This is an optimization exercise on Yosys and OpenROAD, whose aim is small area, not a production implementation.
At most, simulation tests tie the RTL to the original design; equivalence was not proved.
Power is estimated from default activity; no workload was simulated.

## run A
==> flow/design.v <==
package palette_pkg;
    localparam int CODE_W = 6;
    localparam int CHAN_W = 8;
    typedef struct packed {
        logic [CHAN_W-1:0] r;
        logic [CHAN_W-1:0] g;
        logic [CHAN_W-1:0] b;
    } rgb_t;
    localparam logic [CODE_W-1:0] C_WHITE  = 6'd0;
    localparam logic [CODE_W-1:0] C_BLACK  = 6'd1;
    localparam logic [CODE_W-1:0] C_GREEN  = 6'd2;
    localparam logic [CODE_W-1:0] C_RED    = 6'd3;
    localparam logic [CODE_W-1:0] C_LBLUE  = 6'd4;
    localparam logic [CODE_W-1:0] C_YELLOW = 6'd5;
    localparam logic [CODE_W-1:0] C_GREY   = 6'd6;
    localparam logic [CODE_W-1:0] C_ORANGE = 6'd7;
    localparam logic [CODE_W-1:0] C_BROWN  = 6'd8;
    localparam int N_DEFAULTS = 9;
    localparam logic [N_DEFAULTS*24-1:0] DEFAULT_PALETTE = {
        24'h663300, 24'hf27a00, 24'hb2b2b0, 24'hf1ff0a, 24'h5db1f0,
        24'hd80222, 24'h27b212, 24'h000000, 24'hffffff
    };
endpackage
module palette_regfile
#(
    parameter int ENTRIES = 64,
    parameter int CODE_W  = palette_pkg::CODE_W,
    parameter int CHAN_W  = palette_pkg::CHAN_W
) (
    input  logic                clk,
    input  logic                rst_n,
    input  logic                wr_en,
    input  logic [CODE_W-1:0]   wr_addr,
    input  logic [3*CHAN_W-1:0] wr_rgb,
    input  logic [CODE_W-1:0]   rd_addr,
    output logic [3*CHAN_W-1:0] rd_rgb
);
    localparam int W    = 3*CHAN_W;
    localparam int LO_W = CODE_W / 2;             
    localparam int HI_W = CODE_W - LO_W;
    localparam int NLO  = 1 << LO_W;
    localparam int NHI  = 1 << HI_W;
    localparam int NG   = (ENTRIES + 1) / 2;      
    function automatic logic [W-1:0] default_entry(input int idx);
        logic [23:0] d_s;
        logic [31:0] r_s;
        logic [31:0] g_s;
        logic [31:0] b_s;
        if (idx < palette_pkg::N_DEFAULTS) begin
            d_s = palette_pkg::DEFAULT_PALETTE[24*idx +: 24];
        end else begin
            d_s = '0;
        end
        r_s = {24'h000000, d_s[23:16]};
        g_s = {24'h000000, d_s[15:8]};
        b_s = {24'h000000, d_s[7:0]};
        if (CHAN_W < 8) begin
            r_s = r_s >> (8 - CHAN_W);
            g_s = g_s >> (8 - CHAN_W);
            b_s = b_s >> (8 - CHAN_W);
        end
        default_entry = {r_s[CHAN_W-1:0], g_s[CHAN_W-1:0], b_s[CHAN_W-1:0]};
    endfunction
    logic                 phase_r;
    logic [W-1:0]         mem_r [ENTRIES];
    logic [NHI-1:0]       whi_s;     
    logic [NLO-1:0]       wlo_s;     
    logic [NLO-1:0]       wlo_en_s;  
    logic [NHI-1:0]       rhi_s;     
    logic [NLO-1:0]       rlo_s;     
    logic [2*NG-1:0]      wsel_s;    
    logic [2*NG-1:0]      nsel_s;    
    logic [2*NG-1:0]      rsel_n_s;  
    logic [W-1:0]         wbus0_s;   
    logic [W-1:0]         wbus1_s;   
    logic [W-1:0]         rd_s;
    always_ff @(posedge clk) begin
        phase_r <= rst_n & ~phase_r;
    end
    always_comb begin
        for (int j = 0; j < W; j++) begin
            wbus0_s[j] = ~rst_n | ~wr_en | (wr_rgb[j] ^ phase_r);
            wbus1_s[j] = rst_n & (~wr_en | (wr_rgb[j] ^ phase_r));
        end
        for (int k = 0; k < NHI; k++) begin
            whi_s[k] = ~rst_n | (wr_addr[CODE_W-1:LO_W] == HI_W'(k));
            rhi_s[k] = (rd_addr[CODE_W-1:LO_W] == HI_W'(k));
        end
        for (int m = 0; m < NLO; m++) begin
            wlo_s[m]    = ~rst_n | (wr_addr[LO_W-1:0] == LO_W'(m));
            wlo_en_s[m] = ~rst_n | (wr_en & (wr_addr[LO_W-1:0] == LO_W'(m)));
            rlo_s[m]    = (rd_addr[LO_W-1:0] == LO_W'(m));
        end
    end
    for (genvar i = 0; i < 2*NG; i++) begin : g_sel
        if (i < ENTRIES) begin : g_e
            palette_and2 u_ws (.a(whi_s[i / NLO]), .b(wlo_en_s[i % NLO]), .y  (wsel_s[i]));
            palette_nand2 u_ns (.a(whi_s[i / NLO]), .b(wlo_s[i % NLO]),   .y_n(nsel_s[i]));
            palette_nand2 u_rs (.a(rhi_s[i / NLO]), .b(rlo_s[i % NLO]),   .y_n(rsel_n_s[i]));
        end else begin : g_pad
            assign wsel_s[i]   = 1'b0;
            assign nsel_s[i]   = 1'b1;
            assign rsel_n_s[i] = 1'b1;
        end
    end
    for (genvar i = 0; i < ENTRIES; i++) begin : g_row
        localparam logic [W-1:0] DEF = default_entry(i);
        logic [W-1:0] next_s;
        for (genvar j = 0; j < W; j++) begin : g_bit
            palette_wgate u_wg (
                .q    (mem_r[i][j]),
                .wsel (wsel_s[i]),
                .nsel (nsel_s[i]),
                .wbus (DEF[j] ? wbus1_s[j] : wbus0_s[j]),
                .d    (next_s[j])
            );
        end
        always_ff @(posedge clk) begin
            mem_r[i] <= next_s;
        end
    end
    for (genvar j = 0; j < W; j++) begin : g_rd
        logic [NG-1:0] part_n_s;    
        for (genvar k = 0; k < NG; k++) begin : g_part
            if (2*k + 1 < ENTRIES) begin : g_2
                palette_rgate u_rg (
                    .d     ({mem_r[2*k+1][j], mem_r[2*k][j]}),
                    .sel_n (rsel_n_s[2*k +: 2]),
                    .y     (part_n_s[k])
                );
            end else begin : g_1
                assign part_n_s[k] = ~(mem_r[2*k][j] | rsel_n_s[2*k]);
            end
        end
        assign rd_s[j] = ~|part_n_s;
    end
    assign rd_rgb = rd_s ^ {W{phase_r}};
endmodule
module palette_wgate (
    input  logic q,
    input  logic wsel,
    input  logic nsel,
    input  logic wbus,
    output logic d
);
    assign d = ~((q | wsel) & (nsel | wbus));
endmodule
module palette_rgate (
    input  logic [1:0] d,
    input  logic [1:0] sel_n,
    output logic       y
);
    assign y = ~((d[0] | sel_n[0]) & (d[1] | sel_n[1]));
endmodule
module palette_and2 (
    input  logic a,
    input  logic b,
    output logic y
);
    assign y = a & b;
endmodule
module palette_nand2 (
    input  logic a,
    input  logic b,
    output logic y_n
);
    assign y_n = ~(a & b);
endmodule
module palette_mapper
#(
    parameter int CODE_W  = palette_pkg::CODE_W,
    parameter int ENTRIES = 64,
    parameter int CHAN_W  = palette_pkg::CHAN_W
) (
    input  logic                Clk,
    input  logic                Reset_n,
    input  logic                pix_valid,
    input  logic                blank,
    input  logic [CODE_W-1:0]   colorcode,
    input  logic [1:0]          dim,
    input  logic                wr_en,
    input  logic [CODE_W-1:0]   wr_addr,
    input  logic [3*CHAN_W-1:0] wr_rgb,
    output logic                out_valid,
    output logic [CHAN_W-1:0]   VGA_R,
    output logic [CHAN_W-1:0]   VGA_G,
    output logic [CHAN_W-1:0]   VGA_B
);
    logic                valid1_r;
    logic                show1_r;    
    logic [CODE_W-1:0]   code1_r;
    logic [1:0]          dim1_r;
    logic [3*CHAN_W-1:0] rd_rgb_s;
    logic [CHAN_W-1:0]   r_s;
    logic [CHAN_W-1:0]   g_s;
    logic [CHAN_W-1:0]   b_s;
    palette_regfile #(
        .ENTRIES (ENTRIES),
        .CODE_W  (CODE_W),
        .CHAN_W  (CHAN_W)
    ) u_regfile (
        .clk     (Clk),
        .rst_n   (Reset_n),
        .wr_en   (wr_en),
        .wr_addr (wr_addr),
        .wr_rgb  (wr_rgb),
        .rd_addr (code1_r),
        .rd_rgb  (rd_rgb_s)
    );
    always_ff @(posedge Clk) begin
        valid1_r <= Reset_n & pix_valid;
        show1_r  <= Reset_n & pix_valid & ~blank;
        code1_r  <= colorcode;
        dim1_r   <= dim;
    end
    always_comb begin
        r_s = rd_rgb_s[3*CHAN_W-1 -: CHAN_W] >> dim1_r;
        g_s = rd_rgb_s[2*CHAN_W-1 -: CHAN_W] >> dim1_r;
        b_s = rd_rgb_s[CHAN_W-1   -: CHAN_W] >> dim1_r;
    end
    always_ff @(posedge Clk) begin
        out_valid <= Reset_n & valid1_r;
        VGA_R     <= (Reset_n & show1_r) ? r_s : '0;
        VGA_G     <= (Reset_n & show1_r) ? g_s : '0;
        VGA_B     <= (Reset_n & show1_r) ? b_s : '0;
    end
endmodule
clock: 5.0 ns
lec_check: 0
cap_margin: 20
core_margin: 2
core_utilization: 60
cts_cluster_diameter: 100
cts_cluster_size: 25
slew_margin: 20
synth_hierarchical: 1
standard.sh (not shown) runs the stock make flow with config.mk's settings and CLKGATE_MAP_FILE= SYNTH_SCRIPT=/design/flow/synth_recipe.tcl, a recipe that flattens the netlist after the stock synthesis.
==> flow/flow/run.sh <==
#!/bin/bash
# The standard layout (standard.sh, unchanged synthesis), with two changes:
#  - the port buffers are the smallest buffer, sky130_fd_sc_hd__buf_1;
#  - the clock tree is built without dummy loads;
#  - timing-driven global placement does not keep its trial buffers.
# standard.sh's full output goes to standard.log here; ORFS keeps each step's log under orfs/logs.
set -o pipefail
export BUFFER_PORTS_ARGS="-buffer_cell sky130_fd_sc_hd__buf_1"
export GPL_KEEP_OVERFLOW=0
export CTS_ARGS="-sink_clustering_enable -repair_clock_nets -sink_clustering_size 25 -sink_clustering_max_diameter 100 -dont_use_dummy_load"
bash standard.sh > standard.log 2>&1
Run A reached the end of the flow, and the finished layout is clean on the timing, DRC and antenna checks.
Edits applied to the flow inputs when going from run A to run B:
==> flow/design.v, changed modules only <==
module palette_regfile
#(
    parameter int ENTRIES = 64,
    parameter int CODE_W  = palette_pkg::CODE_W,
    parameter int CHAN_W  = palette_pkg::CHAN_W
) (
    input  logic                clk,
    input  logic                rst_n,
    input  logic                wr_en,
    input  logic [CODE_W-1:0]   wr_addr,
    input  logic [3*CHAN_W-1:0] wr_rgb,
    input  logic [CODE_W-1:0]   rd_addr,
    output logic [3*CHAN_W-1:0] rd_rgb
);
    localparam int W    = 3*CHAN_W;
    localparam int LO_W = CODE_W / 2;             
    localparam int HI_W = CODE_W - LO_W;
    localparam int NLO  = 1 << LO_W;
    localparam int NHI  = 1 << HI_W;
    localparam int NG   = (ENTRIES + 1) / 2;      
    localparam int NS   = 2;                      
    localparam int SW   = (W + NS - 1) / NS;
    function automatic logic [W-1:0] default_entry(input int idx);
        logic [23:0] d_s;
        logic [31:0] r_s;
        logic [31:0] g_s;
        logic [31:0] b_s;
        if (idx < palette_pkg::N_DEFAULTS) begin
            d_s = palette_pkg::DEFAULT_PALETTE[24*idx +: 24];
        end else begin
            d_s = '0;
        end
        r_s = {24'h000000, d_s[23:16]};
        g_s = {24'h000000, d_s[15:8]};
        b_s = {24'h000000, d_s[7:0]};
        if (CHAN_W < 8) begin
            r_s = r_s >> (8 - CHAN_W);
            g_s = g_s >> (8 - CHAN_W);
            b_s = b_s >> (8 - CHAN_W);
        end
        default_entry = {r_s[CHAN_W-1:0], g_s[CHAN_W-1:0], b_s[CHAN_W-1:0]};
    endfunction
    logic                 phase_r;
    logic [W-1:0]         mem_r [ENTRIES];
    logic [NHI-1:0]       whi_s;     
    logic [NLO-1:0]       wlo_s;     
    logic [NLO-1:0]       wlo_en_s;  
    logic [NHI-1:0]       rhi_s;     
    logic [NLO-1:0]       rlo_s;     
    logic [2*NG-1:0]      wsel_s [NS];    
    logic [2*NG-1:0]      nsel_s [NS];    
    logic [2*NG-1:0]      rsel_n_s [NS];  
    logic [W-1:0]         wbus0_s;   
    logic [W-1:0]         wbus1_s;   
    logic [W-1:0]         rd_s;
    always_ff @(posedge clk) begin
        phase_r <= rst_n & ~phase_r;
    end
    always_comb begin
        for (int j = 0; j < W; j++) begin
            wbus0_s[j] = ~rst_n | ~wr_en | (wr_rgb[j] ^ phase_r);
            wbus1_s[j] = rst_n & (~wr_en | (wr_rgb[j] ^ phase_r));
        end
        for (int k = 0; k < NHI; k++) begin
            whi_s[k] = ~rst_n | (wr_addr[CODE_W-1:LO_W] == HI_W'(k));
            rhi_s[k] = (rd_addr[CODE_W-1:LO_W] == HI_W'(k));
        end
        for (int m = 0; m < NLO; m++) begin
            wlo_s[m]    = ~rst_n | (wr_addr[LO_W-1:0] == LO_W'(m));
            wlo_en_s[m] = ~rst_n | (wr_en & (wr_addr[LO_W-1:0] == LO_W'(m)));
            rlo_s[m]    = (rd_addr[LO_W-1:0] == LO_W'(m));
        end
    end
    for (genvar c = 0; c < NS; c++) begin : g_copy
        for (genvar i = 0; i < 2*NG; i++) begin : g_sel
            if (i < ENTRIES) begin : g_e
                palette_and2 u_ws (.a(whi_s[i / NLO]), .b(wlo_en_s[i % NLO]), .y  (wsel_s[c][i]));
                palette_nand2 u_ns (.a(whi_s[i / NLO]), .b(wlo_s[i % NLO]),   .y_n(nsel_s[c][i]));
                palette_nand2 u_rs (.a(rhi_s[i / NLO]), .b(rlo_s[i % NLO]),   .y_n(rsel_n_s[c][i]));
            end else begin : g_pad
                assign wsel_s[c][i]   = 1'b0;
                assign nsel_s[c][i]   = 1'b1;
                assign rsel_n_s[c][i] = 1'b1;
            end
        end
    end
    for (genvar i = 0; i < ENTRIES; i++) begin : g_row
        localparam logic [W-1:0] DEF = default_entry(i);
        logic [W-1:0] next_s;
        for (genvar j = 0; j < W; j++) begin : g_bit
            palette_wgate u_wg (
                .q    (mem_r[i][j]),
                .wsel (wsel_s[j / SW][i]),
                .nsel (nsel_s[j / SW][i]),
                .wbus (DEF[j] ? wbus1_s[j] : wbus0_s[j]),
                .d    (next_s[j])
            );
        end
        always_ff @(posedge clk) begin
            mem_r[i] <= next_s;
        end
    end
    for (genvar j = 0; j < W; j++) begin : g_rd
        logic [NG-1:0] part_n_s;    
        for (genvar k = 0; k < NG; k++) begin : g_part
            if (2*k + 1 < ENTRIES) begin : g_2
                palette_rgate u_rg (
                    .d     ({mem_r[2*k+1][j], mem_r[2*k][j]}),
                    .sel_n (rsel_n_s[j / SW][2*k +: 2]),
                    .y     (part_n_s[k])
                );
            end else begin : g_1
                assign part_n_s[k] = ~(mem_r[2*k][j] | rsel_n_s[j / SW][2*k]);
            end
        end
        assign rd_s[j] = ~|part_n_s;
    end
    assign rd_rgb = rd_s ^ {W{phase_r}};
endmodule
==> comparison <==
Multi-input combinational gate total in run B is 192 above run A.
On parity-gate share of the synthesized area counting xor and xnor cells, run B and run A are basically level.
Run A -> run B: clock network fraction of total power flat
Compare run B and run A | total wire length after detailed routing lower: run B
Comparing run B against run A, there is no change at all in buffer count from post-CTS setup fixing.
Run A has lower total nets after synthesis than run B.
Run B ended with more instance count after placement with tap cells included than run A.
Wire length per cell after detailed routing in run B is about 10% lower than in run A
Run B against run A: die area now larger, mean instance size in the synthesized netlist fell 2.4%, global-route usage has decreased.
Only the layout flow was run in run B; the RTL was not checked for function there.

[what the ideal ports hide]
How much do the figures lean on ideal ports? The routed layouts below were timed once more, with nothing changed but the port constraints.
Step 1 sets driving cells, clkbuf_16 on the clock port and buf_2 on the other inputs (assumed; they add their load-dependent delay and slew).
Step 2 times the ports against the registers' clock, not the clock port: input delays grow and output delays shrink by t, the midpoint of the rising clock arrivals with the driver on.
a / b / c = no drivers / after step 1 / after step 2; a / b = the first two.
| run | shift t [ns] | setup WS [ns] | worst register clock-pin slew, ns |
|---|---|---|---|
| run A | 0.722 | 0.593 / 0.593 / 0.343 | 0.11 / 0.11 |
| run B | 0.738 | 0.841 / 0.841 / 0.841 | 0.10 / 0.10 |
After both steps setup and hold are still met in every run listed. The setup slack of run A, which loses most, moves by 0.000 ns with the drivers and by -0.250 ns with both steps.
